Background: an optimization exercise with open tools, aiming at small area, a short achievable clock period and few clock cycles. Do not read the settings as production practice. Only simulation tests tie the RTL to the original design; equivalence was not proved. Power and IR drop assume default switching activity.

**run.sh**
```bash
#!/bin/bash
# synth_recipe.tcl (not shown) runs the flow's synth.tcl, then flattens the netlist and writes it again
# the make line also repeats each setting of config.mk as NAME=value (left out here)
make -C /OpenROAD-flow-scripts/flow DESIGN_CONFIG=/design/flow/config.mk WORK_HOME=/design/flow/orfs CLKGATE_MAP_FILE= SYNTH_SCRIPT=/design/flow/synth_recipe.tcl finish
```
**config.mk**
```make
export PLATFORM = sky130hd
export DESIGN_NAME = instruction_hazard_detector_top
export DESIGN_NICKNAME = instruction_hazard_detector_top
export VERILOG_FILES = /design/flow/design.v
export SDC_FILE = /design/flow/constraint.sdc
export NUM_CORES = 4
export LEC_CHECK = 0
export ABC_CLOCK_PERIOD_IN_PS = 2000
export CAP_MARGIN = 20
export CORE_MARGIN = 2
export CORE_UTILIZATION = 60
export CTS_CLUSTER_DIAMETER = 100
export CTS_CLUSTER_SIZE = 25
export SETUP_SLACK_MARGIN = 2.5
export SLEW_MARGIN = 20
export TNS_END_PERCENT = 0
```
**constraint.sdc**
```tcl
create_clock -name core_clock -period 4.5 [get_ports {clock}]
set_input_delay 0.9000 -clock core_clock [delete_from_list [all_inputs] [get_ports {clock}]]
set_output_delay 0.9000 -clock core_clock [all_outputs]
set_load 0.01 [all_outputs]
```
**design.v**
```verilog
`timescale 1ns / 1ps
`default_nettype none
package hdc_pkg;
   localparam int WINDOW_DEPTH = 16;
   localparam int IDX_W        = $clog2(WINDOW_DEPTH);
   localparam int COUNT_W      = $clog2(WINDOW_DEPTH + 1);
   localparam int REG_W  = 5;
   localparam int KIND_W = 3;
   localparam int OIDX_W = 4;
   localparam logic [KIND_W-1:0] KIND_RAW  = 3'd0;
   localparam logic [KIND_W-1:0] KIND_WAR  = 3'd1;
   localparam logic [KIND_W-1:0] KIND_WAW  = 3'd2;
   localparam logic [KIND_W-1:0] KIND_NONE = 3'd3;
   localparam logic [KIND_W-1:0] KIND_FULL = 3'd4;
   localparam int HIT_RAW = 0;
   localparam int HIT_WAR = 1;
   localparam int HIT_WAW = 2;
endpackage
`default_nettype wire
`timescale 1ns / 1ps
`default_nettype none
module hdc_cell (
   input  wire logic                      clock,
   input  wire logic                      wr_en,
   input  wire logic                      live,
   input  wire logic [hdc_pkg::REG_W-1:0] c_dst,
   input  wire logic                      c_dok,
   input  wire logic [hdc_pkg::REG_W-1:0] c_sa,
   input  wire logic                      c_aok,
   input  wire logic [hdc_pkg::REG_W-1:0] c_sb,
   input  wire logic                      c_bok,
   output logic [hdc_pkg::REG_W-1:0]      dst,
   output logic [2:0]                     hit
);
   logic [hdc_pkg::REG_W-1:0] e_dst, e_sa, e_sb;
   logic                      e_dok, e_aok, e_bok;
   always_ff @(posedge clock) begin
      if (wr_en) begin
         e_dst <= c_dst;
         e_dok <= c_dok;
         e_sa  <= c_sa;
         e_aok <= c_aok;
         e_sb  <= c_sb;
         e_bok <= c_bok;
      end
   end
   assign hit[hdc_pkg::HIT_RAW] = live && e_dok &&
                                  ((c_aok && e_dst == c_sa) || (c_bok && e_dst == c_sb));
   assign hit[hdc_pkg::HIT_WAR] = live && c_dok &&
                                  ((e_aok && e_sa == c_dst) || (e_bok && e_sb == c_dst));
   assign hit[hdc_pkg::HIT_WAW] = live && e_dok && c_dok && e_dst == c_dst;
   assign dst = e_dst;
endmodule
`default_nettype wire
`timescale 1ns / 1ps
`default_nettype none
module instruction_hazard_detector_top (
   input  wire logic                       clock,
   input  wire logic                       reset,
   input  wire logic                       req_valid,
   output logic                            req_stall,
   input  wire logic                       req_start_program,
   input  wire logic [hdc_pkg::REG_W-1:0]  req_dest_reg,
   input  wire logic                       req_dest_present,
   input  wire logic [hdc_pkg::REG_W-1:0]  req_src_a_reg,
   input  wire logic                       req_src_a_present,
   input  wire logic [hdc_pkg::REG_W-1:0]  req_src_b_reg,
   input  wire logic                       req_src_b_present,
   output logic                            rsp_valid,
   input  wire logic                       rsp_stall,
   output logic [hdc_pkg::KIND_W-1:0]      rsp_dep_kind,
   output logic [hdc_pkg::OIDX_W-1:0]      rsp_earlier_index,
   output logic [hdc_pkg::OIDX_W-1:0]      rsp_later_index,
   output logic [hdc_pkg::REG_W-1:0]       rsp_shared_reg,
   output logic                            rsp_last_result
);
   localparam int D  = hdc_pkg::WINDOW_DEPTH;
   localparam int N  = 3 * D;
   localparam int RW = hdc_pkg::KIND_W + 2 * hdc_pkg::OIDX_W + hdc_pkg::REG_W + 1;
   logic [hdc_pkg::COUNT_W-1:0] count_ff, count_in;
   logic                        qv_ff, qv_in;
   logic [N-1:0]                qhits_ff, qhits_in;
   logic                        qfull_ff, qfull_in;
   logic [hdc_pkg::REG_W-1:0]   qdst_ff, qdst_in;
   logic [hdc_pkg::IDX_W-1:0]   qlater_ff, qlater_in;
   logic [N-1:0]                pend_ff, pend_in;
   logic [D-1:0]                pany_ff, pany_in;      
   logic [D-1:0]                sel_ff, sel_in;        
   logic                        fullk_ff, fullk_in;    
   logic [hdc_pkg::REG_W-1:0]   cdst_ff, cdst_in;
   logic [hdc_pkg::IDX_W-1:0]   later_ff, later_in;
   logic                        busy_ff, busy_in;      
   logic                        single_ff, single_in;  
   logic                        ov_ff, ov_in;
   logic [hdc_pkg::REG_W-1:0]   dst0_ff, dst0_in, dst1_ff, dst1_in;
   logic                        hv_ff, hv_in;
   logic [RW-1:0]               head_ff, head_in, item;
   logic [hdc_pkg::COUNT_W-1:0] eff_count;
   logic [hdc_pkg::IDX_W-1:0]   pos;
   logic                        full, accept, hfree, move, qmove;
   logic                        hits_one, pend_two;
   logic [N-1:0]                hits, clr;
   logic [D-1:0]                qany, pany_mv, one_left, sel2;
   logic                        sel_done;
   logic [hdc_pkg::REG_W*D-1:0] dsts;
   logic [2:0]                  kind_sel;
   logic [hdc_pkg::IDX_W-1:0]   sel_idx;
   logic [hdc_pkg::REG_W-1:0]   sel_dst;
   logic [hdc_pkg::KIND_W-1:0]  it_kind;
   logic [hdc_pkg::OIDX_W-1:0]  it_early, it_late;
   logic [hdc_pkg::REG_W-1:0]   it_sh;
   logic                        it_last;
   function automatic logic [D-1:0] lowest(input logic [D-1:0] v);
      logic [D-1:0] r;
      for (int i = 0; i < D; i++) begin
         r[i] = v[i] && !(|(v & D'((1 << i) - 1)));
      end
      lowest = r;
   endfunction
   assign hfree     = !hv_ff || !rsp_stall;
   assign move      = busy_ff && hfree;
   assign qmove     = qv_ff && (!busy_ff || (single_ff && move));
   assign req_stall = qv_ff && !qmove;
   assign accept    = req_valid && !req_stall;
   assign eff_count = req_start_program ? '0 : count_ff;
   assign full      = eff_count == hdc_pkg::COUNT_W'(D);
   assign pos       = eff_count[hdc_pkg::IDX_W-1:0];
   logic [D-1:0] wr_en;
   always_comb begin
      for (int i = 0; i < D; i++) begin
         if (i == 0) begin
            wr_en[i] = req_start_program ? accept : (count_ff == '0);
         end else begin
            wr_en[i] = !req_start_program && count_ff == hdc_pkg::COUNT_W'(i);
         end
      end
   end
   for (genvar i = 0; i < D; i++) begin : g_cell
      hdc_cell u_cell (
         .clock (clock),
         .wr_en (wr_en[i]),
         .live  (hdc_pkg::COUNT_W'(i) < eff_count),
         .c_dst (req_dest_reg),
         .c_dok (req_dest_present),
         .c_sa  (req_src_a_reg),
         .c_aok (req_src_a_present),
         .c_sb  (req_src_b_reg),
         .c_bok (req_src_b_present),
         .dst   (dsts[hdc_pkg::REG_W*i +: hdc_pkg::REG_W]),
         .hit   (hits[3*i +: 3])
      );
   end
   always_comb begin
      logic [D-1:0] ha, hm, pa, pm, pt;
      for (int i = 0; i < D; i++) begin
         logic h0, h1, h2, p0, p1, p2;
         {h2, h1, h0} = qhits_ff[3*i +: 3];
         {p2, p1, p0} = pend_ff[3*i +: 3];
         ha[i] = h0 | h1 | h2;
         hm[i] = (h0 & h1) | (h0 & h2) | (h1 & h2);
         pa[i] = pany_ff[i];
         pm[i] = (p0 & p1) | (p0 & p2) | (p1 & p2);
         pt[i] = p0 & p1 & p2;
      end
      for (int l = 1; l <= 4; l++) begin
         for (int j = 0; j < (D >> l); j++) begin
            hm[j] = hm[2*j] | hm[2*j+1] | (ha[2*j] & ha[2*j+1]);
            ha[j] = ha[2*j] | ha[2*j+1];
            pt[j] = pt[2*j] | pt[2*j+1] | (pm[2*j] & pa[2*j+1]) | (pa[2*j] & pm[2*j+1]);
            pm[j] = pm[2*j] | pm[2*j+1] | (pa[2*j] & pa[2*j+1]);
            pa[j] = pa[2*j] | pa[2*j+1];
         end
      end
      hits_one = !hm[0];
      pend_two = !pt[0];
   end
   always_comb begin
      clr      = '0;
      kind_sel = '0;
      sel_idx  = '0;
      sel_dst  = '0;
      for (int i = 0; i < D; i++) begin
         logic [2:0] pk;
         pk[0] = pend_ff[3*i];
         pk[1] = pend_ff[3*i+1] && !pend_ff[3*i];
         pk[2] = !pend_ff[3*i+1] && !pend_ff[3*i];
         clr[3*i +: 3] = sel_ff[i] ? pk : 3'b000;
         kind_sel = kind_sel | clr[3*i +: 3];
         sel_idx  = sel_idx | (sel_ff[i] ? hdc_pkg::IDX_W'(i) : '0);
         if (i == 0) begin
            sel_dst = sel_dst | (sel_ff[i] ? (ov_ff ? dst0_ff : dsts[0 +: hdc_pkg::REG_W]) : '0);
         end else if (i == 1) begin
            sel_dst = sel_dst | (sel_ff[i] ? (ov_ff ? dst1_ff : dsts[hdc_pkg::REG_W +: hdc_pkg::REG_W]) : '0);
         end else begin
            sel_dst = sel_dst | (sel_ff[i] ? dsts[hdc_pkg::REG_W*i +: hdc_pkg::REG_W] : '0);
         end
         one_left[i] = (pend_ff[3*i] && (pend_ff[3*i+1] || pend_ff[3*i+2])) ||
                       (pend_ff[3*i+1] && pend_ff[3*i+2]);
         qany[i] = |qhits_ff[3*i +: 3];
      end
      pany_mv  = pany_ff & ~(sel_ff & ~one_left);
      sel_done = |(sel_ff & ~one_left);
      sel2     = lowest(pany_ff & ~sel_ff);
   end
   always_comb begin
      if (busy_ff && !(|pany_ff)) begin
         it_kind  = fullk_ff ? hdc_pkg::KIND_FULL : hdc_pkg::KIND_NONE;
         it_early = '0;
         it_late  = fullk_ff ? '0 : later_ff;
         it_sh    = '0;
         it_last  = 1'b1;
      end else begin
         it_early = sel_idx;
         it_late  = later_ff;
         it_last  = single_ff;
         if (kind_sel[hdc_pkg::HIT_RAW]) begin
            it_kind = hdc_pkg::KIND_RAW;
            it_sh   = sel_dst;
         end else if (kind_sel[hdc_pkg::HIT_WAR]) begin
            it_kind = hdc_pkg::KIND_WAR;
            it_sh   = cdst_ff;
         end else begin
            it_kind = hdc_pkg::KIND_WAW;
            it_sh   = cdst_ff;
         end
      end
      item = {it_kind, it_early, it_late, it_sh, it_last};
   end
   always_comb begin
      count_in  = count_ff;
      qv_in     = qv_ff && !qmove;
      qhits_in  = qhits_ff;
      qfull_in  = qfull_ff;
      qdst_in   = qdst_ff;
      qlater_in = qlater_ff;
      pend_in   = pend_ff;
      pany_in   = pany_ff;
      sel_in    = sel_ff;
      ov_in     = ov_ff && !qmove;
      dst0_in   = dst0_ff;
      dst1_in   = dst1_ff;
      fullk_in  = fullk_ff;
      cdst_in   = cdst_ff;
      later_in  = later_ff;
      busy_in   = busy_ff;
      single_in = single_ff;
      if (move) begin
         pend_in   = pend_ff & ~clr;
         pany_in   = pany_mv;
         sel_in    = sel_done ? sel2 : sel_ff;
         busy_in   = !single_ff;
         single_in = pend_two;
      end
      if (qmove) begin
         pend_in   = qhits_ff;
         pany_in   = qany;
         sel_in    = lowest(qany);
         busy_in   = 1'b1;
         single_in = hits_one;
         fullk_in  = qfull_ff;
         cdst_in   = qdst_ff;
         later_in  = qlater_ff;
      end
      if (!req_stall) begin
         qv_in     = req_valid;
         qhits_in  = full ? '0 : hits;
         qfull_in  = full;
         qdst_in   = req_dest_reg;
         qlater_in = pos;
      end
      if (accept) begin
         count_in  = full ? eff_count : eff_count + hdc_pkg::COUNT_W'(1);
         if (!full && pos == '0) begin
            ov_in   = 1'b1;
            dst0_in = dsts[0 +: hdc_pkg::REG_W];
            dst1_in = dsts[hdc_pkg::REG_W +: hdc_pkg::REG_W];
         end
      end
      hv_in   = hfree ? move : hv_ff;
      head_in = hfree ? item : head_ff;
   end
   always_ff @(posedge clock) begin
      if (reset) begin
         count_ff  <= '0;
         qv_ff     <= 1'b0;
         pend_ff   <= '0;
         pany_ff   <= '0;
         busy_ff   <= 1'b0;
         single_ff <= 1'b1;
         hv_ff     <= 1'b0;
      end else begin
         count_ff  <= count_in;
         qv_ff     <= qv_in;
         pend_ff   <= pend_in;
         pany_ff   <= pany_in;
         busy_ff   <= busy_in;
         single_ff <= single_in;
         hv_ff     <= hv_in;
      end
      qhits_ff  <= qhits_in;
      qfull_ff  <= qfull_in;
      qdst_ff   <= qdst_in;
      qlater_ff <= qlater_in;
      sel_ff    <= sel_in;
      fullk_ff  <= fullk_in;
      cdst_ff   <= cdst_in;
      later_ff  <= later_in;
      ov_ff     <= ov_in;
      dst0_ff   <= dst0_in;
      dst1_ff   <= dst1_in;
      head_ff   <= head_in;
   end
   assign rsp_valid = hv_ff;
   assign {rsp_dep_kind, rsp_earlier_index, rsp_later_index, rsp_shared_reg, rsp_last_result} = head_ff;
endmodule
`default_nettype wire
```
==> results of run 1 <==
==> worst max-delay path, cell delays in order <==
cell,delay [ns]
buf_8,0.10
a21bo_4,0.21
nand3_4,0.09
inv_2,0.04
buf_6,0.11
==> layout by cell type (no fill, tap or decap), drive strengths merged, types with 18 or more instances in the layout <==
cell    synthesis  final
a21oi         100    100
a221oi         18     18
dfxtp          74     74
maj3           19     19
nor2           49     49
o21ai          44     44
nor4           86     86
nand3         131    131
nand2         130    130
inv            28     27
nand2b         27     27
nand4          19     19
xnor2          90     90
a22oi          33     33
edfxtp        399    399
o22ai          20     20
buf            32    141
clkbuf         72     40
o211ai         35     35
xor2          311    311
nor3           49     49
==> layout make-up <==
class                      instances  area, um^2
clock inverter                     1        16.3
antenna                            1        2.50
multi-input combinational       1326        9600
sequential                       473       13500
tap                              511         639
fill                            2893       11800
timing repair buffer             166        1400
inverter                          29         123
clock buffer                      38         621
==> through the flow <==
| step | hold WS (ns) | power, uW | utilization [%] | setup slack, ns | cells |
|---|---|---|---|---|---|
| 2_1_floorplan | 0.400 | 5310 | - | 1.87 | 1931 |
| 3_3_place_gp | 0.401 | 5580 | 63.8 | 0.679 | 2431 |
| 3_5_place_dp | 0.405 | 5590 | 63.8 | 0.472 | 2431 |
| 4_1_cts | 0.431 | 7860 | 67.4 | 2.14 | 2520 |
| 5_1_grt | 0.441 | 8080 | 68.7 | 2.10 | 2544 |
| 6_report | 0.435 | 7880 | 68.7 | 2.15 | 2545 |
==> kinds of logic (layout without fill, tap and decap cells) <==
kind of cell	after synthesis	in the layout	synth area share, %
simple gates	553	554	12.4
buf+inv	133	234	2.21
flops	473	473	58.7
compound gates	340	340	9.91
fa+ha+maj	21	21	0.960
xor+xnor	401	401	15.3
mux	10	10	0.469
other cells	0	1	0
==> sequential cells by signal (all words and copies together) (netlist names), 4 cells and up <==
signal / cells
pany_ff: 16
qhits_ff: 48
qdst_ff: 5
sel_ff: 16
cdst_ff: 5
pend_ff: 48
g_cell.u_cell.e_sa: 80
later_ff: 4
g_cell.u_cell.e_dst: 80
g_cell.u_cell.e_sb: 80
g_cell.u_cell.e_bok: 16
count_ff: 5
dst0_ff: 5
head_ff: 17
g_cell.u_cell.e_dok: 16
g_cell.u_cell.e_aok: 16
dst1_ff: 5
qlater_ff: 4
==> layer usage <==
layer | vias up | wire length [um] | share of wire [%]
met5 | - | 0 | 0
met4 | 0 | 4560 | 6.3
met3 | 274 | 7130 | 9.8
met2 | 1030 | 33200 | 46
met1 | 8358 | 27900 | 38
li1 | 7360 | - | -
==> what timing repair did <==
item	4_1_cts	5_1_grt
endpoints found under the setup margin	567	478
pin swaps	9	18
resized for setup	100	68
buffers inserted	49	23
gates cloned	1	1
==> worst max-delay path by stage <==
stage / start / endpoint / slack, ns / cells past startpoint
after floorplan: rsp_stall / req_stall / 1.87 / 3
after global placement: req_start_program / qhits_ff[6] / 0.68 / 9
after detailed placement: req_start_program / qhits_ff[6] / 0.47 / 9
after CTS: rsp_stall / req_stall / 2.14 / 5
after global routing: req_start_program / count_ff[4] / 2.10 / 11
final: rsp_stall / req_stall / 2.15 / 5
==> where the power goes <==
| part | switching [uW] | internal (uW) | leakage (uW) |
|---|---|---|---|
| Sequential | 55.8 | 4800 | 0.00444 |
| Combinational | 484 | 239 | 0.00404 |
| Clock | 1350 | 954 | 0.000303 |
==> summary.md, run 1 <==
| Metric | Value |
|---|---|
| CP Max Fanout | 2 |
| I/O Buffers | 41 |
| Reg2Reg Setup Slack | 2.15 ns |
| Clock sinks | 473 |
| Layout Skew | 0.0209 ns |
| Power Density | 304 nW/um^2 |
| Most frequent cell after synthesis | edfxtp_1 |
| FF+latch count, synth | 473 |
| Htree depth | 1 |
| Post-synth top flop | edfxtp_1 |
| Mapped Area | 22900 um^2 |
| Max-cap violations | 0 |
| Post-synth EDFFs | 399 |
| First-pass GRT wire length | 105000 um |
| Hold wc startpoint | qdst_ff[2] |
| Crit path arrival time | 1.45 ns |
| Worst hold-check path type | reg -> reg |
| Tmin final | 2.35 ns |
| Hold Path End | cdst_ff[2] |
| Worst Path Required | 3.60 ns |
| Nets@finish | 2043 |
| Period utilization | 52.2% |
| Drt total wl | 72800 um |
| WHS Path Cells | 0 |
| Ports | 42 |
| Largest cells by area after synthesis | edfxtp_1 (52%), xor2_1 (12%), dfxtp_1 (6.5%) |
| Initial DRC Count | 1945 |
| Via count | 17000 |
| DIE AREA | 39800 um^2 |
| Slew Limit Fails | 0 |
| M1 GR Usage | 49.0% |
| Share of async-settable or async-resettable flops after synthesis | 0% |
| Hold Buf Count CTS | 0 |
| Cell area after layout | 25900 um^2 |
| Placed cell areas | 24000 um^2 |
| Setup TNS | 0 ns |
| Grt peak-use layer | met2 |
| CTS tree | yes |
| Setup CP Type | in -> out |
| Met3 Usage GRT | 7.11% |
| Reg2Reg Depth | 7 |
| Syn_nets | 1956 |
| Initial antenna violation count | 1 |
| Mapped Avg Cell Area | 11.9 um^2 |
| Largest area contributor in the netlist | edfxtp_1 |
| Starting Density | 60.9% |
| Top cell type's share of synthesized area | 52.2% |
| Total congestion overflow | 0 |
| Via/cell ratio | 6.69 |
| R2r endpoint | single_ff |
| Row cnt | 71 |
| Drt drc | 0 |
| Crit start category | primary input |
| Core Footprint | 37700 um^2 |
| Synth cell count leaders | edfxtp_1 (399), xor2_1 (311), nand3_1 (131), nand2_1 (130), a21oi_1 (100) |
| Max IR drop VDD | 0.323 mV |
| Global placer's final weighted congestion | 1.03 |
| Post-DRT Antenna Nets | 0 |
| TritonCTS Buffers | 22 |
| Worst r2r src | pend_ff[33] |
| Die H | 200 um |
| Vias in the first global route | 16000 |
| Routed len/inst | 28.6 um |
| Unrepaired setup endpoints after global routing | true |
| Status | no timing/DRC/antenna violations |
| Gr usage total | 36.6% |
| Type of element capturing the critical path | output port |
| Clock latency (worst-skew pair) | 0.58 ns |
| Share of layout cells above drive strength 1 | 14.3% |
| Drt pass-1 iters | 5 |
| Worst-path clk slew | 0.09 ns |
| Slew HR | 24.5% |
| Die Wd | 200 um |
| Setup violators final | 0 |
| Met2 Use GR | 57.5% |
| Count of final hold-check violations | 0 |
| CTS Root Cell | clkbuf_16 |
| Cells after Synth | 1931 |
| DP Wirelength | 48200 um |
| Cell variety after synth | 71 |
| Seq/Total Area, Yosys | 58.7% |
| Synth warn | 2 |
| Largest net degree at the start of global routing | 73 |
| Leakage | 0.00878 uW |
| Area Growth Syn to Fin | 12.9% |
| Fmax | 0.426 GHz |
| CTS Buffer Depth | 3 |
| Slew @ Worst Pin | 1.13 ns |
Testbench counts, summed over its fixed seeds: cycles 6,815.
==> run 2, diff against run 1 <==
--- a/design.v
+++ b/design.v
@@ -76,5 +76,6 @@
 );
    localparam int D  = hdc_pkg::WINDOW_DEPTH;
-   localparam int N  = 3 * D;
+   localparam int C  = D - 1;
+   localparam int N  = 3 * C;
    localparam int RW = hdc_pkg::KIND_W + 2 * hdc_pkg::OIDX_W + hdc_pkg::REG_W + 1;
    logic [hdc_pkg::COUNT_W-1:0] count_ff, count_in;
@@ -85,6 +86,6 @@
    logic [hdc_pkg::IDX_W-1:0]   qlater_ff, qlater_in;
    logic [N-1:0]                pend_ff, pend_in;
-   logic [D-1:0]                pany_ff, pany_in;      
-   logic [D-1:0]                sel_ff, sel_in;        
+   logic [C-1:0]                pany_ff, pany_in;      
+   logic [C-1:0]                sel_ff, sel_in;        
    logic                        fullk_ff, fullk_in;    
    logic [hdc_pkg::REG_W-1:0]   cdst_ff, cdst_in;
@@ -101,7 +102,7 @@
    logic                        hits_one, pend_two;
    logic [N-1:0]                hits, clr;
-   logic [D-1:0]                qany, pany_mv, one_left, sel2;
+   logic [C-1:0]                qany, pany_mv, one_left, sel2;
    logic                        sel_done;
-   logic [hdc_pkg::REG_W*D-1:0] dsts;
+   logic [hdc_pkg::REG_W*C-1:0] dsts;
    logic [2:0]                  kind_sel;
    logic [hdc_pkg::IDX_W-1:0]   sel_idx;
@@ -111,8 +112,8 @@
    logic [hdc_pkg::REG_W-1:0]   it_sh;
    logic                        it_last;
-   function automatic logic [D-1:0] lowest(input logic [D-1:0] v);
-      logic [D-1:0] r;
-      for (int i = 0; i < D; i++) begin
-         r[i] = v[i] && !(|(v & D'((1 << i) - 1)));
+   function automatic logic [C-1:0] lowest(input logic [C-1:0] v);
+      logic [C-1:0] r;
+      for (int i = 0; i < C; i++) begin
+         r[i] = v[i] && !(|(v & C'((1 << i) - 1)));
       end
       lowest = r;
@@ -126,7 +127,7 @@
    assign full      = eff_count == hdc_pkg::COUNT_W'(D);
    assign pos       = eff_count[hdc_pkg::IDX_W-1:0];
-   logic [D-1:0] wr_en;
+   logic [C-1:0] wr_en;
    always_comb begin
-      for (int i = 0; i < D; i++) begin
+      for (int i = 0; i < C; i++) begin
          if (i == 0) begin
             wr_en[i] = req_start_program ? accept : (count_ff == '0);
@@ -136,5 +137,5 @@
       end
    end
-   for (genvar i = 0; i < D; i++) begin : g_cell
+   for (genvar i = 0; i < C; i++) begin : g_cell
       hdc_cell u_cell (
          .clock (clock),
@@ -153,5 +154,10 @@
    always_comb begin
       logic [D-1:0] ha, hm, pa, pm, pt;
-      for (int i = 0; i < D; i++) begin
+      ha = '0;
+      hm = '0;
+      pa = '0;
+      pm = '0;
+      pt = '0;
+      for (int i = 0; i < C; i++) begin
          logic h0, h1, h2, p0, p1, p2;
          {h2, h1, h0} = qhits_ff[3*i +: 3];
@@ -180,5 +186,5 @@
       sel_idx  = '0;
       sel_dst  = '0;
-      for (int i = 0; i < D; i++) begin
+      for (int i = 0; i < C; i++) begin
          logic [2:0] pk;
          pk[0] = pend_ff[3*i];
--- a/config.mk
+++ b/config.mk
@@ -9,5 +9,5 @@
 export CAP_MARGIN = 20
 export CORE_MARGIN = 2
-export CORE_UTILIZATION = 60
+export CORE_UTILIZATION = 70
 export CTS_CLUSTER_DIAMETER = 100
 export CTS_CLUSTER_SIZE = 25
==> run 2 against run 1 <==
  * Sequential power shrank 5.2%
  * Worst hold slack lost 0.0092 ns
  * Clock-buffer cell count shrank 2
  * Area after synthesis shrank 5.8%
  * Synthesized cell count shrank 5.6%
  * Via count shrank 6.8%
  * Design area shrank 9.4%
  * Worst setup slack lost 0.13 ns
  * Non-clock buffer count shrank 56
  * Largest cell class unchanged
==> summary.md, run 2 <==
| Metric | Value |
|---|---|
| Worst Path Required | 4.81 ns (+1.21 ns) |
| Period utilization | 55.1% (+2.9 points) |
| Synth Area in XOR/XNOR | 15.2% (-0.074 points) |
| Row cnt | 64 (-9.9%) |
| Synth Area in Adders | 1.04% (+0.082 points) |
| Placed insts | 2204 (-9.3%) |
| P_int | 5640 uW (-5.9%) |
| CTS Buffer Depth | 3 (unchanged) |
| Most common cell after layout, fill and taps aside | edfxtp_1 |
| CTS tree | yes |
| Hold_ws | 0.426 ns (-0.00923 ns) |
| Die H | 180 um (-9.9%) |
| Setup CP Type | in -> reg |
| Area Growth Syn to Fin | 8.48% |
| Crit start category | primary input |
| First-pass GRT wire length | 94100 um (-11%) |
| Syn_nets | 1847 (-5.6%) |
| Synth cell count leaders | edfxtp_1 (377), xor2_1 (289), nand2_1 (128), nand3_1 (108), a21oi_1 (100) |
| Simple-gate area share of the yosys netlist | 12.1% (-0.34 points) |
| Setup violators final | 0 (unchanged) |
| Seq. cell area | 12700 um^2 (-5.4%) |
| Status | no timing/DRC/antenna violations |
| Top flop regs | g_cell.u_cell.e_dst (75), g_cell.u_cell.e_sa (75), g_cell.u_cell.e_sb (75) |
| Switching Fraction | 23.4% (-0.55 points) |
| Largest net degree at the start of global routing | 70 (-4.1%) |
| Setup TNS | 0 ns (unchanged) |
| Multi-input gate area | 8570 um^2 (-11%) |
| Power Density | 314 nW/um^2 (+3.1%) |
| Met2 Wirelength | 29000 um (-13%) |
| Initial DRC Count | 2263 (+16%) |
| Mapped Avg Cell Area | 11.9 um^2 (-0.14%) |
| Clock sinks | 447 (-5.5%) |
| Layout Skew | 0.0255 ns (+0.00455 ns) |
| Clock Power Share | 29.2% (about the same) |
| Post-DRT Antenna Nets | 0 (unchanged) |
| Pwr Total | 7360 uW (-6.6%) |
| Mapped Area | 21600 um^2 (-5.8%) |
| DP Wirelength | 43000 um (-11%) |
| Core Footprint | 30500 um^2 (-19%) |
| Gr usage total | 38.7% (+2.1 points) |
| # fillers | 1976 (-32%) |
| Net Switching | 1720 uW (-8.8%) |
| Fmax | 0.403 GHz (-5.3%) |
| Total congestion overflow | 0 (unchanged) |
| Starting Density | 70.8% (+9.9 points) |
| Max-cap violations | 0 (unchanged) |
| Worst hold-check path type | reg -> reg |
| Clock latency (worst-skew pair) | 0.57 ns (about the same) |
| Max stage delay on crit path | 0.94 ns (+0.73 ns) |
| Largest family of logic cells by synthesized area | XOR/XNOR gates |
| Initial antenna violation count | 1 (unchanged) |
| DIE AREA | 32300 um^2 (-19%) |
| Largest area contributor in the netlist | edfxtp_1 |
| Top cell type's share of synthesized area | 52.4% (+0.15 points) |
| Hold Buf Count CTS | 0 (unchanged) |
| Leakage | 0.00797 uW (-9.2%) |
| Max layer used | met5 |
| Htree depth | 1 (unchanged) |
| Finished Layout Cells | 2263 (-11%) |
| Via count | 15900 (-6.8%) |
| Worst-path clk slew | 0.10 ns (about the same) |
| I/O Buffers | 41 (unchanged) |
| Routed len/inst | 28.0 um (-2.1%) |
| Crit path arrival time | 2.79 ns (+1.34 ns) |
| Vias in the first global route | 15200 (-5.5%) |
| Slowest library cell on the worst path | clkdlybuf4s50_1 |
| Tmin final | 2.48 ns (+0.131 ns) |
| Most frequent cell after synthesis | edfxtp_1 |
| CP Max Fanout | 15 (+13) |
| Drt pass-1 iters | 9 (+4) |
| Die Wd | 180 um (-9.9%) |
| Seq/Total Area, Yosys | 58.9% (+0.17 points) |
| DR WL met3 | 7390 um (+3.7%) |
| WL met1 | 22200 um (-20%) |
| CTS Root Cell | clkbuf_16 |
| Slew Limit Fails | 0 (unchanged) |
| Max IR drop VDD | 0.358 mV (+11%) |
| Drt drc | 0 (unchanged) |
| Worst path cell trace | clkdlybuf4s50_1 -> buf_4 -> and3_1 -> a31oi_1 -> nor3_1 |
| Global placer's final weighted congestion | 1.03 (-0.28%) |
| Mux contribution to synthesized area | 0.463% (-0.0060 points) |
| Type of element capturing the critical path | flip-flop |
| Via/cell ratio | 7.01 (+4.8%) |
| Most frequent cells in the layout | edfxtp_1 (377), xor2_1 (289), nand2_1 (128), nand3_1 (108), a21oi_1 (100) |
| Largest cells by area after synthesis | edfxtp_1 (52%), xor2_1 (12%), dfxtp_1 (6.5%) |
| Synth warn | 2 (unchanged) |
| Sequential power share | 62.6% (+1.0 points) |
| Post-synth EDFFs | 377 (-5.5%) |
| Post-synth top flop | edfxtp_1 |
| TritonCTS Buffers | 21 (-4.5%) |
| Cell variety after synth | 69 (-2.8%) |
| Share of layout cells above drive strength 1 | 9.53% (-4.7 points) |
| Drt total wl | 63400 um (-13%) |
| Cells after Synth | 1822 (-5.6%) |
| Share of async-settable or async-resettable flops after synthesis | 0% (unchanged) |
| Nets@finish | 1877 (-8.1%) |
| Count of final hold-check violations | 0 (unchanged) |
| N_diodes | 0 (-1) |
| Unrepaired setup endpoints after global routing | true |
| Slew @ Worst Pin | 1.13 ns (+0.000361 ns) |
| Ports | 42 (unchanged) |
| Fin util | 76.8% (+8.1 points) |
| Comb power frac | 8.3% (-0.9 points) |
| Post-synthesis compound-gate area fraction | 9.83% (-0.076 points) |
| Slew HR | 24.3% (-0.26 points) |
| FF+latch count, synth | 447 (-5.5%) |
[run 2: cell type report]
class	count	share of cell area, %
Sequential cell	447	54.4
Multi-Input combinational cell	1240	36.5
Timing Repair Buffer	110	3.89
Clock buffer	36	2.48
Tap cell	396	2.11
Inverter	32	0.518
Clock inverter	2	0.0587
[run 2: cells by family (layout without fill, tap and decap cells)]
group	Yosys count	in the layout
adders and majority gates	21	21
AOI/OAI and AO/OA	318	318
buffers and inverters	135	180
xor gates and xnor gates	376	376
muxes	10	10
and+or+nand+nor	515	515
DFF	447	447
[run 2: stage by stage]
stage,area (um^2),worst slack [ns]
floorplan,21600,0.658
global placement,22500,0.923
detailed placement,22500,0.816
global route,23400,1.94
CTS,23200,2.01
finish,23400,2.02
[run 2: final timing paths]
check	slack, ns	from	end	cells after the start
worst min register to register	0.43	qlater_ff[1]	later_ff[1]	0
worst min-delay path	0.43	qlater_ff[1]	later_ff[1]	0
worst max register to register	2.02	qhits_ff[7]	single_ff	7
worst max-delay path	2.02	req_src_a_present	qhits_ff[42]	5
[run 2: timing repair]
action	in CTS	in global routing
setup buffers	10	10
pin swaps	4	10
gates cloned	0	1
gates resized for setup	50	24
endpoints found under the setup margin	534	372
[run 2: layer usage]
| layer | vias up | GRT usage (%) |
|---|---|---|
| met4 | 2 | 22.0 |
| met1 | 7539 | 50.0 |
| met2 | 1151 | 60.8 |
| met3 | 351 | 8.93 |
| met5 | - | 0.296 |
| li1 | 6826 | - |
[run 2: critical path, delay by kind of cell]
kind,cells,cell delay (ns)
buffers and inverters,2,1.38
AND/OR/NAND/NOR,2,0.25
AO/OA/AOI/OAI,1,0.23
[run 2: power by group through the flow]
stage | logic [uW] | registers (uW) | clock network (uW)
3_3_place_gp | 556 | 4700 | 0
3_5_place_dp | 569 | 4700 | 0
2_1_floorplan | 361 | 4660 | 0
6_report | 608 | 4600 | 2150
4_1_cts | 583 | 4600 | 2150
5_1_grt | 639 | 4610 | 2290
Testbench counts of run 2, summed over its fixed seeds: cycles 6,815.
==> run 3, diff against run 2 <==
--- a/config.mk
+++ b/config.mk
@@ -9,5 +9,5 @@
 export CAP_MARGIN = 20
 export CORE_MARGIN = 2
-export CORE_UTILIZATION = 70
+export CORE_UTILIZATION = 50
 export CTS_CLUSTER_DIAMETER = 100
 export CTS_CLUSTER_SIZE = 25
==> run 3 against run 2 <==
  * Clock-buffer cell count shrank 1
  * Highest routed layer is now met4
  * Combinational power increased by 3%
  * Area after synthesis unchanged
  * Design area increased by 1.7%
  * Critical path depth is 1 higher
  * Sequential cell count stayed put
  * Total power grew 2.3%
  * Worst hold slack better by 0.0048 ns
  * Non-clock buffer count increased by 15
  * Clock skew up 0.026 ns
==> summary.md, run 3 <==
| Metric | Value |
|---|---|
| Post-synth top flop | edfxtp_1 |
| Multi-input gate area | 8580 um^2 (+0.18%) |
| Worst Path Required | 4.83 ns (+0.02 ns) |
| Fmax | 0.406 GHz (+0.66%) |
| Max IR drop VDD | 0.288 mV (-19%) |
| Hold_ws | 0.430 ns (+0.00477 ns) |
| Top cell type's share of synthesized area | 52.4% (unchanged) |
| Cells after Synth | 1822 (unchanged) |
| Synth warn | 2 (unchanged) |
| Mapped Avg Cell Area | 11.9 um^2 (unchanged) |
| Largest area contributor in the netlist | edfxtp_1 |
| Most frequent cells in the layout | edfxtp_1 (377), xor2_1 (289), nand2_1 (128), nand3_1 (108), a21oi_1 (100) |
| Cell variety after synth | 69 (unchanged) |
| First-pass GRT wire length | 98400 um (+4.6%) |
| Fin util | 55.6% (-21 points) |
| Unrepaired setup endpoints after global routing | true |
| Drt drc | 0 (unchanged) |
| FF+latch count, synth | 447 (unchanged) |
| Starting Density | 50.4% (-20 points) |
| Leakage | 0.00808 uW (+1.3%) |
| DP Wirelength | 46200 um (+7.4%) |
| Sequential power share | 61.1% (-1.5 points) |
| Ports | 42 (unchanged) |
| Top flop regs | g_cell.u_cell.e_dst (75), g_cell.u_cell.e_sa (75), g_cell.u_cell.e_sb (75) |
| Seq. cell area | 12700 um^2 (about the same) |
| Clock latency (worst-skew pair) | 0.60 ns (+0.03 ns) |
| Placed insts | 2406 (+9.2%) |
| Mux contribution to synthesized area | 0.463% (unchanged) |
| Simple-gate area share of the yosys netlist | 12.1% (unchanged) |
| Worst hold-check path type | reg -> reg |
| Die Wd | 212 um (+18%) |
| Tmin final | 2.46 ns (-0.0163 ns) |
| Global placer's final weighted congestion | 1.02 (-1.2%) |
| # fillers | 3598 (+82%) |
| Area Growth Syn to Fin | 10.3% |
| Layout Skew | 0.0514 ns (+0.0259 ns) |
| Most frequent cell after synthesis | edfxtp_1 |
| Largest net degree at the start of global routing | 70 (unchanged) |
| Slew HR | 28.7% (+4.4 points) |
| Type of element capturing the critical path | flip-flop |
| Finished Layout Cells | 2468 (+9.1%) |
| Count of final hold-check violations | 0 (unchanged) |
| Seq/Total Area, Yosys | 58.9% (unchanged) |
| Share of layout cells above drive strength 1 | 10.2% (+0.72 points) |
| Reg2Reg Setup Slack | 2.04 ns (+0.02 ns) |
| TritonCTS Buffers | 22 (+4.8%) |
| Status | no timing/DRC/antenna violations |
| Initial antenna violation count | 0 (-1) |
| Nets@finish | 1893 (+0.85%) |
| Gr usage total | 30.1% (-8.6 points) |
| Most common cell after layout, fill and taps aside | edfxtp_1 |
| Syn_nets | 1847 (unchanged) |
| DIE AREA | 44900 um^2 (+39%) |
| Max-cap violations | 0 (unchanged) |
| Routed len/inst | 27.5 um (-2.0%) |
| Core Footprint | 42900 um^2 (+41%) |
| Synth cell count leaders | edfxtp_1 (377), xor2_1 (289), nand2_1 (128), nand3_1 (108), a21oi_1 (100) |
| Largest cells by area after synthesis | edfxtp_1 (52%), xor2_1 (12%), dfxtp_1 (6.5%) |
| Post-synthesis compound-gate area fraction | 9.83% (unchanged) |
| CTS Buffer Depth | 3 (unchanged) |
| Power Density | 316 nW/um^2 (+0.59%) |
| Synth Area in XOR/XNOR | 15.2% (unchanged) |
| Crit path arrival time | 2.79 ns (about the same) |
| Vias in the first global route | 14700 (-2.9%) |
| Post-synth EDFFs | 377 (unchanged) |
| Clock Power Share | 30.6% (+1.4 points) |
| N_diodes | 0 (unchanged) |
| Period utilization | 54.8% (-0.36 points) |
| Setup violators final | 0 (unchanged) |
| Die H | 212 um (+18%) |
| Total congestion overflow | 0 (unchanged) |
| Setup CP Type | reg -> reg |
| Switching Fraction | 24.4% (+0.93 points) |
| Post-DRT Antenna Nets | 0 (unchanged) |
| Slew Limit Fails | 0 (unchanged) |
| Crit start category | flip-flop |
| CP Max Fanout | 11 (-4) |
| Mapped Area | 21600 um^2 (unchanged) |
| Comb power frac | 8.3% (about the same) |
| P_int | 5700 uW (+1.1%) |
| Net Switching | 1830 uW (+6.4%) |
| Setup TNS | 0 ns (unchanged) |
| CTS tree | yes |
| Share of async-settable or async-resettable flops after synthesis | 0% (unchanged) |
| Synth Area in Adders | 1.04% (unchanged) |
| Drt total wl | 67800 um (+6.9%) |
| Htree depth | 1 (unchanged) |
| Via/cell ratio | 6.27 (-11%) |
| Initial DRC Count | 1806 (-20%) |
| Row cnt | 76 (+19%) |
| Slew @ Worst Pin | 1.07 ns (-0.0660 ns) |
| I/O Buffers | 41 (unchanged) |
| Drt pass-1 iters | 8 (-1) |
| Clock sinks | 447 (unchanged) |
| Worst-path clk slew | 0.11 ns (about the same) |
| Via count | 15500 (-2.5%) |
| CTS Root Cell | clkbuf_16 |
| Largest family of logic cells by synthesized area | XOR/XNOR gates |
[run 3: cell count changes in the layout (fill, tap and decap cells not counted), moves of 2 or more]
| cell | change |
|---|---|
| buf_4 | +15 |
| clkbuf_1 | -2 |
| clkinv_8 | +2 |
| dfxtp_1 | +2 |
| dfxtp_2 | +2 |
| dfxtp_4 | -4 |
| nor3_1 | +2 |
| nor3_2 | -5 |
| nor3_4 | +3 |
[run 3: path summary, 6_finish.rpt]
kind,start,end,cells after the start
worst min-delay path,qlater_ff[3],later_ff[3],0
worst max-delay path,sel_ff[11],head_ff[3],6
worst max register to register,sel_ff[11],head_ff[3],6
worst min register to register,qlater_ff[3],later_ff[3],0
[run 3: cells by family (layout without fill, tap and decap cells)]
group                    count (synthesis)  count (layout)
AND/OR/NAND/NOR                        515             515
flip-flops                             447             447
XOR/XNOR                               376             376
AO/OA/AOI/OAI                          318             318
buffers and inverters                  135             196
adder cells (fa/ha/maj)                 21              21
multiplexers                            10              10
[run 3: metrics by stage]
stage          instance area [um^2]  setup WS [ns]  total power (uW)
6_report                      23800           2.04              7530
5_1_grt                       23800           1.97              7750
4_1_cts                       23700           2.06              7540
3_5_place_dp                  22800          0.798              5290
3_3_place_gp                  22800          0.913              5290
2_1_floorplan                 21600          0.658              5020
[run 3: cell type report]
class | instances | share of cell area, %
Tap cell | 585 | 3.07
Inverter | 32 | 0.509
Clock inverter | 4 | 0.220
Sequential cell | 447 | 53.4
Timing Repair Buffer | 125 | 4.26
Clock buffer | 35 | 2.51
Multi-Input combinational cell | 1240 | 36.0
[run 3: power by group through the flow]
stage | Sequential (uW) | Clock (uW) | Combinational (uW)
floorplan | 4660 | 0 | 361
global placement | 4700 | 0 | 591
detailed placement | 4700 | 0 | 595
CTS | 4600 | 2330 | 611
global route | 4600 | 2470 | 668
finish | 4600 | 2300 | 627
[run 3: metal layers]
| metal | vias up | track usage, % | wire length (um) |
|---|---|---|---|
| met2 | 808 | 47.7 | 31500 |
| li1 | 6871 | - | - |
| met4 | 0 | 13.4 | 3320 |
| met5 | - | 0 | 0 |
| met3 | 176 | 5.07 | 5900 |
| met1 | 7612 | 40.9 | 27000 |
[run 3: critical path: stages, from the launching register on]
cell and delay, ns:
edfxtp_1 0.83, a222oi_1 0.23, and3_1 0.24, nand4_1 0.10
buf_4 0.26, nand4_1 0.33, o211a_1 0.24
[run 3: repair_timing]
action / CTS / global route
hold buffers: 0 / 0
buffers inserted: 13 / 9
resized for setup: 49 / 19
pin swaps: 6 / 9
gates cloned: 0 / 1
setup endpoints to repair: 524 / 378
==> run 4, diff against run 3 <==
--- a/config.mk
+++ b/config.mk
@@ -9,5 +9,5 @@
 export CAP_MARGIN = 20
 export CORE_MARGIN = 2
-export CORE_UTILIZATION = 50
+export CORE_UTILIZATION = 60
 export CTS_CLUSTER_DIAMETER = 100
 export CTS_CLUSTER_SIZE = 25
==> run 4 against run 3 <==
  * Design area shrank 0.67%
  * Worst hold slack lost 0.0072 ns
  * Final cell count shrank 5.4%
  * Critical path depth grew 3
  * Sequential share of layout area grew 0.39 points
  * Global-route usage grew 3.8 points
  * Sequential cell count is the same
  * Worst setup slack gained 0.024 ns
  * Clock-buffer cell count shrank 7
  * Die area shrank 16%
  * Critical path type unchanged
  * Critical endpoint is now sel_ff[13]
==> summary.md, run 4 <==
| Metric | Value |
|---|---|
| Worst path cell trace | a21boi_4 -> buf_4 -> o21ai_4 -> inv_4 -> a2111oi_4 -> nand3_2 -> nor3b_4 -> nand3_1 -> o32ai_1 |
| Clock sinks | 447 (unchanged) |
| Largest cells by area after synthesis | edfxtp_1 (52%), xor2_1 (12%), dfxtp_1 (6.5%) |
| Top flop regs | g_cell.u_cell.e_dst (75), g_cell.u_cell.e_sa (75), g_cell.u_cell.e_sb (75) |
| Post-synth top flop | edfxtp_1 |
| Power Density | 310 nW/um^2 (-1.8%) |
| Starting Density | 60.9% (+11 points) |
| Largest net degree at the start of global routing | 70 (unchanged) |
| Worst hold-check path type | reg -> reg |
| Area Growth Syn to Fin | 9.58% |
| Max-cap violations | 0 (unchanged) |
| Status | no timing/DRC/antenna violations |
| M1 GR Usage | 45.4% (+4.5 points) |
| Slew Limit Fails | 0 (unchanged) |
| Net Switching | 1720 uW (-6.1%) |
| Most frequent cells in the layout | edfxtp_1 (377), xor2_1 (289), nand2_1 (127), nand3_1 (107), a21oi_1 (100) |
| Htree depth | 1 (unchanged) |
| Top cell type's share of synthesized area | 52.4% (unchanged) |
| Synth cell count leaders | edfxtp_1 (377), xor2_1 (289), nand2_1 (128), nand3_1 (108), a21oi_1 (100) |
| Hold wc startpoint | qdst_ff[1] |
| TritonCTS Buffers | 21 (-4.5%) |
| Drt drc | 0 (unchanged) |
| Routed len/inst | 27.7 um (+0.93%) |
| I/O Buffers | 41 (unchanged) |
| Buf+Inv Stages, Crit Path | 2 (+1) |
| Gr usage total | 33.9% (+3.8 points) |
| Sequential power share | 62.7% (+1.6 points) |
| Post-synth EDFFs | 377 (unchanged) |
| Worst r2r src | single_ff |
| Most common cell after layout, fill and taps aside | edfxtp_1 |
| DP Wirelength | 43900 um (-5.1%) |
| First-pass GRT wire length | 95300 um (-3.1%) |
| Leakage | 0.00807 uW (about the same) |
| Die H | 194 um (-8.5%) |
| Slew HR | 30.8% (+2.1 points) |
| Core Footprint | 35500 um^2 (-17%) |
| Initial antenna violation count | 1 (+1) |
| Setup TNS | 0 ns (unchanged) |
| Seq/Total Area, Yosys | 58.9% (unchanged) |
| Switching Fraction | 23.4% (-0.91 points) |
| Ports | 42 (unchanged) |
| Met3 Usage GRT | 5.17% (+0.093 points) |
| Cell variety after synth | 69 (unchanged) |
| Fmax | 0.410 GHz (+1.0%) |
| Die Wd | 194 um (-8.5%) |
| CTS Root Cell | clkbuf_16 |
| Max IR drop VDD | 0.470 mV (+63%) |
| Drt total wl | 64700 um (-4.6%) |
| CP Max Fanout | 3 (-8) |
| Reg2Reg Setup Slack | 2.06 ns (+0.02 ns) |
| P_int | 5620 uW (-1.3%) |
| Largest area contributor in the netlist | edfxtp_1 |
| Count of final hold-check violations | 0 (unchanged) |
| Layout Skew | 0.0262 ns (-0.0252 ns) |
| Hold Buf Count CTS | 0 (unchanged) |
| Post-DRT Antenna Nets | 0 (unchanged) |
| CP delay by family, top | compound AO/OA/AOI/OAI gates |
| Worst Path Required | 4.86 ns (+0.03 ns) |
| Met2 Use GR | 55.1% (+7.4 points) |
| Unrepaired setup endpoints after global routing | true |
| DIE AREA | 37500 um^2 (-16%) |
| Vias in the first global route | 14900 (+1.0%) |
| Drt pass-1 iters | 6 (-2) |
| Synth warn | 2 (unchanged) |
| Comb power frac | 8.4% (about the same) |
| Setup CP Type | reg -> reg |
| Total congestion overflow | 0 (unchanged) |
| Mapped Area | 21600 um^2 (unchanged) |
| Setup violators final | 0 (unchanged) |
| Syn_nets | 1847 (unchanged) |
| Clock Power Share | 28.9% (-1.7 points) |
| Max stage delay on crit path | 0.49 ns (-0.34 ns) |
| # fillers | 2712 (-25%) |
| Via count | 15500 (+0.29%) |
| Slew @ Worst Pin | 1.04 ns (-0.0315 ns) |
| Cells after Synth | 1822 (unchanged) |
| Hold Path End | cdst_ff[1] |
| Hold_ws | 0.423 ns (-0.00722 ns) |
| Most frequent cell after synthesis | edfxtp_1 |
| Crit path arrival time | 2.80 ns (about the same) |
| Grt peak-use layer | met2 |
| Period utilization | 54.2% (-0.54 points) |
| Type of element capturing the critical path | flip-flop |
| Initial DRC Count | 1896 (+5.0%) |
| Reg2Reg Depth | 9 (+3) |
| Crit start category | flip-flop |
| CTS tree | yes |
| Mapped Avg Cell Area | 11.9 um^2 (unchanged) |
| R2r endpoint | sel_ff[13] |
| Share of layout cells above drive strength 1 | 10.4% (+0.11 points) |
| Slowest library cell on the worst path | a2111oi_4 |
| Via/cell ratio | 6.65 (+6.0%) |
| Row cnt | 69 (-9.2%) |
| Global placer's final weighted congestion | 0.968 (-4.6%) |
| Clock latency (worst-skew pair) | 0.56 ns (-0.04 ns) |
| Share of async-settable or async-resettable flops after synthesis | 0% (unchanged) |
| Worst-path clk slew | 0.11 ns (about the same) |
| Nets@finish | 1890 (-0.16%) |
| Tmin final | 2.44 ns (-0.0244 ns) |
| FF+latch count, synth | 447 (unchanged) |
| WHS Path Cells | 0 (unchanged) |
| CTS Buffer Depth | 3 (unchanged) |
run 4: cell counts after synthesis:
No cell type changed its count.
run 4: layout make-up:
cell class | instances | area [um^2] | area share [%]
diodes | 1 | 2.50 | 0.0106
repair buffers | 123 | 1050 | 4.44
well taps | 461 | 577 | 2.44
multi-input cells | 1240 | 8620 | 36.4
clock buffers | 28 | 552 | 2.33
inverters | 32 | 124 | 0.523
clock inverters | 2 | 12.5 | 0.0528
flip-flops and latches | 447 | 12700 | 53.8
run 4: what timing repair did:
action	CTS	global route
pin swaps	10	12
gates cloned	0	2
buffers inserted	12	18
endpoints found under the setup margin	537	283
gates resized for setup	69	13
run 4: logic make-up after synthesis:
family,count (synthesis),synth area share [%]
fa+ha+maj,21,1.04
simple gates,515,12.1
buf+inv,135,2.45
mux,10,0.463
compound gates,318,9.83
flops,447,58.9
xor+xnor,376,15.2
run 4: per-stage QoR:
stage	setup slack [ns]	total power, uW	util, %	cells	instance area (um^2)
after global routing	1.99	7540	66.7	2333	23700
after global placement	0.793	5270	63.6	2271	22600
after CTS	2.10	7340	66.0	2313	23400
final	2.06	7350	66.7	2334	23700
after floorplan	0.658	5020	-	1822	21600
after detailed placement	0.593	5280	63.6	2271	22600
run 4: worst register-to-register path, cell delays in order, from the launching register on:
cell       delay, ns
dfxtp_4         0.38
a21boi_4        0.14
buf_4           0.15
o21ai_4         0.22
inv_4           0.12
a2111oi_4       0.49
nand3_2         0.19
nor3b_4         0.28
nand3_1         0.14
o32ai_1         0.16
run 4: how the worst max path moves through the flow:
stage | endpoint | cells after the start | slack (ns) | startpoint
detailed placement | qhits_ff[38] | 9 | 0.59 | req_start_program
global placement | qhits_ff[37] | 9 | 0.79 | req_start_program
finish | sel_ff[13] | 9 | 2.06 | single_ff
CTS | req_stall | 4 | 2.10 | single_ff
floorplan | g_cell[0].u_cell.e_aok | 4 | 0.66 | rsp_stall
global route | sel_ff[13] | 9 | 1.99 | single_ff
run 4: power groups by stage:
stage / clock network [uW] / registers, uW / logic (uW)
after CTS: 2150 / 4600 / 593
after detailed placement: 0 / 4700 / 573
after global routing: 2270 / 4610 / 661
after floorplan: 0 / 4660 / 361
after global placement: 0 / 4700 / 564
final: 2120 / 4600 / 620
run 4: per-layer routing:
layer,up-vias,routed length (um),part of all wire (%)
li1,6841,-,-
met5,-,13,0.020
met1,7636,25300,39
met4,2,3370,5.2
met3,192,5340,8.3
met2,841,30600,47
==> run 5, diff against run 4 <==
--- a/config.mk
+++ b/config.mk
@@ -14,3 +14,3 @@
 export SETUP_SLACK_MARGIN = 2.5
 export SLEW_MARGIN = 20
-export TNS_END_PERCENT = 0
+export TNS_END_PERCENT = 20
==> run 5 against run 4 <==
  * Worst setup slack got worse by 0.016 ns
  * Sequential share of layout area fell by 1.6 points
  * First-iteration DRC count rose by 25%
  * Critical path depth fell by 4
  * Combinational power rose by 14%
  * Via count rose by 3.2%
  * Clock skew rose by 0.024 ns
  * Global-route usage rose by 1.3 points
  * Area after synthesis did not move
  * Design area rose by 3.3%
  * Still clean on timing, DRC and antenna
  * Core utilization rose by 2.2 points
==> summary.md, run 5 <==
| Metric | Value |
|---|---|
| Global placer's final weighted congestion | 1.01 (+4.3%) |
| Share of layout cells above drive strength 1 | 15.7% (+5.3 points) |
| Fin util | 68.9% (+2.2 points) |
| CTS Buffer Depth | 3 (unchanged) |
| Drt total wl | 67800 um (+4.9%) |
| Hold_ws | 0.426 ns (+0.00323 ns) |
| Setup violators final | 0 (unchanged) |
| Via/cell ratio | 6.68 (+0.49%) |
| Most common cell after layout, fill and taps aside | edfxtp_1 |
| Synth cell count leaders | edfxtp_1 (377), xor2_1 (289), nand2_1 (128), nand3_1 (108), a21oi_1 (100) |
| Routed len/inst | 28.3 um (+2.2%) |
| Max-cap violations | 0 (unchanged) |
| Slew Limit Fails | 0 (unchanged) |
| DP Wirelength | 44400 um (+1.2%) |
| Die H | 194 um (unchanged) |
| Cell area after layout | 24500 um^2 (+3.3%) |
| Vias in the first global route | 15200 (+2.5%) |
| Crit start category | primary input |
| Total congestion overflow | 0 (unchanged) |
| # fillers | 2598 (-4.2%) |
| Tmin final | 2.46 ns (+0.0155 ns) |
| CP Max Fanout | 3 (unchanged) |
| Mapped Avg Cell Area | 11.9 um^2 (unchanged) |
| Fmax | 0.407 GHz (-0.63%) |
| Htree depth | 1 (unchanged) |
| Crit path arrival time | 1.56 ns (-1.24 ns) |
| Post-synth EDFFs | 377 (unchanged) |
| Type of element capturing the critical path | output port |
| Power Density | 310 nW/um^2 (about the same) |
| Area Growth Syn to Fin | 13.2% |
| Met3 Usage GRT | 5.79% (+0.63 points) |
| Starting Density | 60.9% (unchanged) |
| Layout Skew | 0.0504 ns (+0.0242 ns) |
| Unrepaired setup endpoints after global routing | true |
| Period utilization | 54.6% (+0.34 points) |
| Nets@finish | 1944 (+2.9%) |
| Count of final hold-check violations | 0 (unchanged) |
| Most frequent cells in the layout | edfxtp_1 (377), xor2_1 (289), nand2_1 (125), buf_4 (116), nand3_1 (105) |
| Slew HR | 45.5% (+15 points) |
| Reg2Reg Setup Slack | 2.05 ns (about the same) |
| N_diodes | 0 (-1) |
| Post-synth top flop | edfxtp_1 |
| Clock sinks | 447 (unchanged) |
| Gr usage total | 35.2% (+1.3 points) |
| Most frequent cell after synthesis | edfxtp_1 |
| Met2 Use GR | 56.3% (+1.2 points) |
| First-pass GRT wire length | 98500 um (+3.3%) |
| Placed cell areas | 22700 um^2 (+0.43%) |
| Row cnt | 69 (unchanged) |
| Ports | 42 (unchanged) |
| Via count | 16000 (+3.2%) |
| Worst Path Required | 3.60 ns (-1.26 ns) |
| Slew @ Worst Pin | 0.817 ns (-0.218 ns) |
| Initial antenna violation count | 1 (unchanged) |
| Cell variety after synth | 69 (unchanged) |
| Cells after Synth | 1822 (unchanged) |
| Initial DRC Count | 2362 (+25%) |
| CTS tree | yes |
| Largest net degree at the start of global routing | 70 (unchanged) |
| Seq/Total Area, Yosys | 58.9% (unchanged) |
| FF+latch count, synth | 447 (unchanged) |
| Worst hold-check path type | reg -> reg |
| Clock latency (worst-skew pair) | 0.58 ns (+0.02 ns) |
| Core Footprint | 35500 um^2 (unchanged) |
| TritonCTS Buffers | 22 (+4.8%) |
| I/O Buffers | 41 (unchanged) |
| CTS Root Cell | clkbuf_16 |
| Max IR drop VDD | 0.412 mV (-12%) |
| Top flop regs | g_cell.u_cell.e_dst (75), g_cell.u_cell.e_sa (75), g_cell.u_cell.e_sb (75) |
| Top cell type's share of synthesized area | 52.4% (unchanged) |
| Drt drc | 0 (unchanged) |
| Mapped Area | 21600 um^2 (unchanged) |
| Worst-path clk slew | 0.09 ns (-0.02 ns) |
| Largest area contributor in the netlist | edfxtp_1 |
| Grt peak-use layer | met2 |
| Die Wd | 194 um (unchanged) |
| Syn_nets | 1847 (unchanged) |
| Setup TNS | 0 ns (unchanged) |
| Drt pass-1 iters | 7 (+1) |
| DIE AREA | 37500 um^2 (unchanged) |
| Synth warn | 2 (unchanged) |
| Post-DRT Antenna Nets | 0 (unchanged) |
| Largest cells by area after synthesis | edfxtp_1 (52%), xor2_1 (12%), dfxtp_1 (6.5%) |
| Share of async-settable or async-resettable flops after synthesis | 0% (unchanged) |
| Setup CP Type | in -> out |
| Leakage | 0.00850 uW (+5.3%) |
| Status | no timing/DRC/antenna violations |
| M1 GR Usage | 47.2% (+1.8 points) |
| Hold Buf Count CTS | 0 (unchanged) |
==> run 5: where the power goes <==
part	internal [uW]	total (uW)	switching [uW]	leakage [uW]
clock	986	2310	1320	0.000317
combinational	255	708	452	0.00398
sequential	4530	4580	45.5	0.00420
==> run 5: metrics by stage <==
stage               std cells  setup slack (ns)  total power [uW]
global route             2396              1.96              7780
detailed placement       2275             0.759              5290
finish                   2396              2.04              7590
floorplan                1822             0.663              5030
global placement         2275             0.829              5280
CTS                      2356              2.03              7540
==> run 5: critical path: stages <==
cell and delay (ns):
buf_6 0.11, a21boi_4 0.16, nand3b_1 0.20, inv_2 0.07, buf_6 0.12
==> run 5: cells by family (layout without fill, tap and decap cells) <==
family	after synthesis	after routing	share of synthesized area, %
compound gates	318	318	9.83
xor+xnor	376	376	15.2
fa+ha+maj	21	21	1.04
buf+inv	135	248	2.45
flops	447	447	58.9
mux	10	10	0.463
simple gates	515	515	12.1
==> run 5: layout make-up <==
| cell class | count | area, um^2 | area share [%] |
|---|---|---|---|
| Timing Repair inverter | 1 | 3.75 | 0.0154 |
| Clock inverter | 2 | 31.3 | 0.128 |
| Timing Repair Buffer | 175 | 1560 | 6.39 |
| Multi-Input combinational cell | 1240 | 8740 | 35.7 |
| Inverter | 32 | 138 | 0.563 |
| Tap cell | 461 | 577 | 2.36 |
| Clock buffer | 38 | 632 | 2.58 |
| Sequential cell | 447 | 12800 | 52.2 |
==> run 5: path summary, 6_finish.rpt <==
| kind | start | endpoint | cells past startpoint |
|---|---|---|---|
| worst min register to register | qlater_ff[3] | later_ff[3] | 0 |
| worst min-delay path | qlater_ff[3] | later_ff[3] | 0 |
| worst max-delay path | rsp_stall | req_stall | 5 |
| worst max register to register | pend_ff[9] | single_ff | 7 |
==> run 5: routing by layer <==
layer  vias up  share of wire, %
met5         -            0.0059
met4         2               6.0
met3       246               9.7
met2      1000                46
met1      7787                38
li1       6967                 -
==> run 5: what timing repair did <==
| item | in CTS | in global routing |
|---|---|---|
| pin swaps | 19 | 25 |
| gates cloned | 2 | 1 |
| resized for setup | 106 | 85 |
| endpoints found under the setup margin | 530 | 232 |
| setup buffers | 39 | 39 |
==> run 6, diff against run 5 <==
--- a/config.mk
+++ b/config.mk
@@ -6,5 +6,5 @@
 export NUM_CORES = 4
 export LEC_CHECK = 0
-export ABC_CLOCK_PERIOD_IN_PS = 2000
+export ABC_CLOCK_PERIOD_IN_PS = 2400
 export CAP_MARGIN = 20
 export CORE_MARGIN = 2
@@ -12,5 +12,5 @@
 export CTS_CLUSTER_DIAMETER = 100
 export CTS_CLUSTER_SIZE = 25
-export SETUP_SLACK_MARGIN = 2.5
+export SETUP_SLACK_MARGIN = 2.1
 export SLEW_MARGIN = 20
-export TNS_END_PERCENT = 20
+export TNS_END_PERCENT = 0
==> run 6 against run 5 <==
  * Sequential share of layout area grew 1.9 points
  * Core utilization fell by 2.5 points
  * Largest cell class unchanged
  * Critical path type unchanged
  * Still clean
  * Maximum frequency shrank 1.5%
  * Synthesized cell count unchanged
  * Die area is the same
  * First-iteration DRC count down 27%
==> summary.md, run 6 <==
| Metric | Value |
|---|---|
| Ports | 42 (unchanged) |
| Syn_nets | 1847 (unchanged) |
| Largest area contributor in the netlist | edfxtp_1 |
| Clock latency (worst-skew pair) | 0.56 ns (-0.02 ns) |
| Max-cap violations | 0 (unchanged) |
| Worst-path clk slew | 0.11 ns (+0.02 ns) |
| Setup violators final | 0 (unchanged) |
| Mapped Area | 21600 um^2 (unchanged) |
| Initial DRC Count | 1733 (-27%) |
| Setup CP Type | in -> out |
| Post-DRT Antenna Nets | 0 (unchanged) |
| Buf+Inv Stages, Crit Path | 3 (unchanged) |
| I/O Buffers | 41 (unchanged) |
| Total congestion overflow | 0 (unchanged) |
| Core Footprint | 35500 um^2 (unchanged) |
| Synth cell count leaders | edfxtp_1 (377), xor2_1 (289), nand2_1 (128), nand3_1 (108), a21oi_1 (100) |
| Placed cell areas | 22600 um^2 (-0.43%) |
| CTS tree | yes |
| Crit start category | primary input |
| Layout Skew | 0.0260 ns (-0.0244 ns) |
| TritonCTS Buffers | 21 (-4.5%) |
| Status | no timing/DRC/antenna violations |
| Cell area after layout | 23600 um^2 (-3.7%) |
| Nets@finish | 1877 (-3.4%) |
| Top cell type's share of synthesized area | 52.4% (unchanged) |
| Largest net degree at the start of global routing | 70 (unchanged) |
| Fmax | 0.401 GHz (-1.5%) |
| Htree depth | 1 (unchanged) |
| Cells after Synth | 1822 (unchanged) |
| Row cnt | 69 (unchanged) |
| Drt pass-1 iters | 8 (+1) |
| CP delay by family, top | buffers and inverters |
| Leakage | 0.00799 uW (-6.0%) |
| Type of element capturing the critical path | output port |
| Via count | 15400 (-3.5%) |
| Worst path cell trace | buf_8 -> a21boi_4 -> nand3b_1 -> inv_2 -> buf_6 |
| Most frequent cells in the layout | edfxtp_1 (377), xor2_1 (289), nand2_1 (128), nand3_1 (108), a21oi_1 (100) |
| Most frequent cell after synthesis | edfxtp_1 |
| Drt total wl | 64400 um (-5.0%) |
| FF+latch count, synth | 447 (unchanged) |
| Top flop regs | g_cell.u_cell.e_dst (75), g_cell.u_cell.e_sa (75), g_cell.u_cell.e_sb (75) |
| Max IR drop VDD | 0.471 mV (+14%) |
| Gr usage total | 33.7% (-1.6 points) |
| Count of final hold-check violations | 0 (unchanged) |
| Drt drc | 0 (unchanged) |
| Cell variety after synth | 69 (unchanged) |
| Crit path arrival time | 1.59 ns (+0.03 ns) |
| CTS Root Cell | clkbuf_16 |
| Hold Buf Count CTS | 0 (unchanged) |
| Via/cell ratio | 6.65 (-0.36%) |
| Post-synth EDFFs | 377 (unchanged) |
| Period utilization | 55.4% (+0.84 points) |
| Synth warn | 2 (unchanged) |
| Max stage delay on crit path | 0.20 ns (about the same) |
| Worst Path Required | 3.60 ns (about the same) |
| Mapped Avg Cell Area | 11.9 um^2 (unchanged) |
| Die Wd | 194 um (unchanged) |
| Area Growth Syn to Fin | 9.02% |
| Slew Limit Fails | 0 (unchanged) |
| Tmin final | 2.49 ns (+0.0378 ns) |
| Most common cell after layout, fill and taps aside | edfxtp_1 |
| DIE AREA | 37500 um^2 (unchanged) |
| Worst hold-check path type | reg -> reg |
| Slew HR | 30.9% (-15 points) |
| Clock sinks | 447 (unchanged) |
| Share of async-settable or async-resettable flops after synthesis | 0% (unchanged) |
| Seq/Total Area, Yosys | 58.9% (unchanged) |
| Unrepaired setup endpoints after global routing | true |
| Starting Density | 60.9% (unchanged) |
| Slowest library cell on the worst path | nand3b_1 |
| Share of layout cells above drive strength 1 | 9.63% (-6.1 points) |
| DP Wirelength | 43900 um (-1.2%) |
| CTS Buffer Depth | 3 (unchanged) |
| Vias in the first global route | 14800 (-2.9%) |
| Setup TNS | 0 ns (unchanged) |
| Largest cells by area after synthesis | edfxtp_1 (52%), xor2_1 (12%), dfxtp_1 (6.5%) |
| Post-synth top flop | edfxtp_1 |
| Power Density | 311 nW/um^2 (+0.20%) |
| Reg2Reg Setup Slack | 2.06 ns (about the same) |
| CP Max Fanout | 3 (unchanged) |
| Global placer's final weighted congestion | 0.968 (-4.1%) |
| Slew @ Worst Pin | 1.03 ns (+0.216 ns) |
| Routed len/inst | 27.8 um (-1.9%) |
| First-pass GRT wire length | 94600 um (-4.0%) |
| Initial antenna violation count | 0 (-1) |
| Die H | 194 um (unchanged) |
-- run 6: layout make-up --
type | instances | area, um^2
Antenna cell | 1 | 2.50
Clock buffer | 28 | 552
Clock inverter | 2 | 12.5
Fill cell | 2718 | 11900
Inverter | 32 | 126
Multi-Input combinational cell | 1240 | 8590
Sequential cell | 447 | 12700
Tap cell | 461 | 577
Timing Repair Buffer | 110 | 947
-- run 6: layer usage --
layer,vias up,track usage (%),wire length [um]
met5,-,0,0
met4,0,15.6,3600
met3,210,5.13,5750
met2,839,54.6,30200
met1,7569,45.0,24900
li1,6827,-,-
-- run 6: final timing paths --
kind	from	to	cells past startpoint
max	rsp_stall	req_stall	5
min	qdst_ff[1]	cdst_ff[1]	0
max reg2reg	qhits_ff[22]	sel_ff[14]	6
min reg2reg	qdst_ff[1]	cdst_ff[1]	0
-- run 6: repair_timing --
| item | 4_1_cts | 5_1_grt |
|---|---|---|
| endpoints found under the hold margin | 0 | 0 |
| gates cloned | 0 | 2 |
| resized for setup | 10 | 69 |
| setup endpoints to repair | 175 | 120 |
| pin swaps | 1 | 11 |
| setup buffers | 2 | 15 |
-- run 6: logic make-up (layout without fill, tap and decap cells) --
logic type,after synthesis,after routing,share of synthesized area (%)
other,0,1,0
AOI/OAI and AO/OA,318,318,9.83
DFF,447,447,58.9
adders and majority gates,21,21,1.04
muxes,10,10,0.463
and+or+nand+nor,515,515,12.1
buffers and inverters,135,172,2.45
xor gates and xnor gates,376,376,15.2
-- run 6: per-stage QoR --
step / std cells / worst slack [ns] / power (uW) / hold WS, ns / util [%]
global placement: 2271 / 0.793 / 5270 / 0.402 / 63.6
global route: 2320 / 1.96 / 7530 / 0.435 / 66.4
floorplan: 1822 / 0.658 / 5020 / 0.400 / -
finish: 2321 / 2.01 / 7330 / 0.424 / 66.4
CTS: 2303 / 1.64 / 7330 / 0.425 / 65.3
detailed placement: 2271 / 0.593 / 5280 / 0.405 / 63.6
-- run 6: power breakdown --
group | total, uW | switching [uW] | internal, uW
logic | 609 | 401 | 208
registers | 4600 | 68.0 | 4540
clock network | 2110 | 1240 | 870

afterwards: timing with drivers on the ports:
No port has a modelled driver above. Below, the same layouts with a new extraction and two added sets of constraints.
Step 1, drivers: a clkbuf_16 drives clock and a buf_2 each remaining input, both assumed.
Step 2 also shifts input and output timing later by t, the mid clock arrival at the registers, as if the neighbouring blocks saw the same clock.
a / b / c = ideal ports / drivers / drivers and shift; a / b = the first two.
| run | shift t [ns] | slack for setup (ns) | worst register clock-pin slew, ns | cell pins on the clock port's net |
|---|---|---|---|---|
| run 1 | 0.625 | 2.150 / 2.101 / 1.586 | 0.11 / 0.11 | 1 |
| run 2 | 0.608 | 2.019 / 1.967 / 1.437 | 0.11 / 0.11 | 1 |
| run 3 | 0.633 | 2.036 / 2.018 / 1.513 | 0.12 / 0.12 | 1 |
| run 4 | 0.603 | 2.060 / 2.037 / 1.491 | 0.11 / 0.11 | 1 |
| run 5 | 0.615 | 2.044 / 1.991 / 1.526 | 0.12 / 0.12 | 1 |
| run 6 | 0.605 | 2.007 / 1.966 / 1.533 | 0.11 / 0.11 | 1 |
After both steps every run listed still meets setup and hold. The setup slack of run 2, which loses most, moves by -0.052 ns with the drivers and by -0.582 ns with both steps.
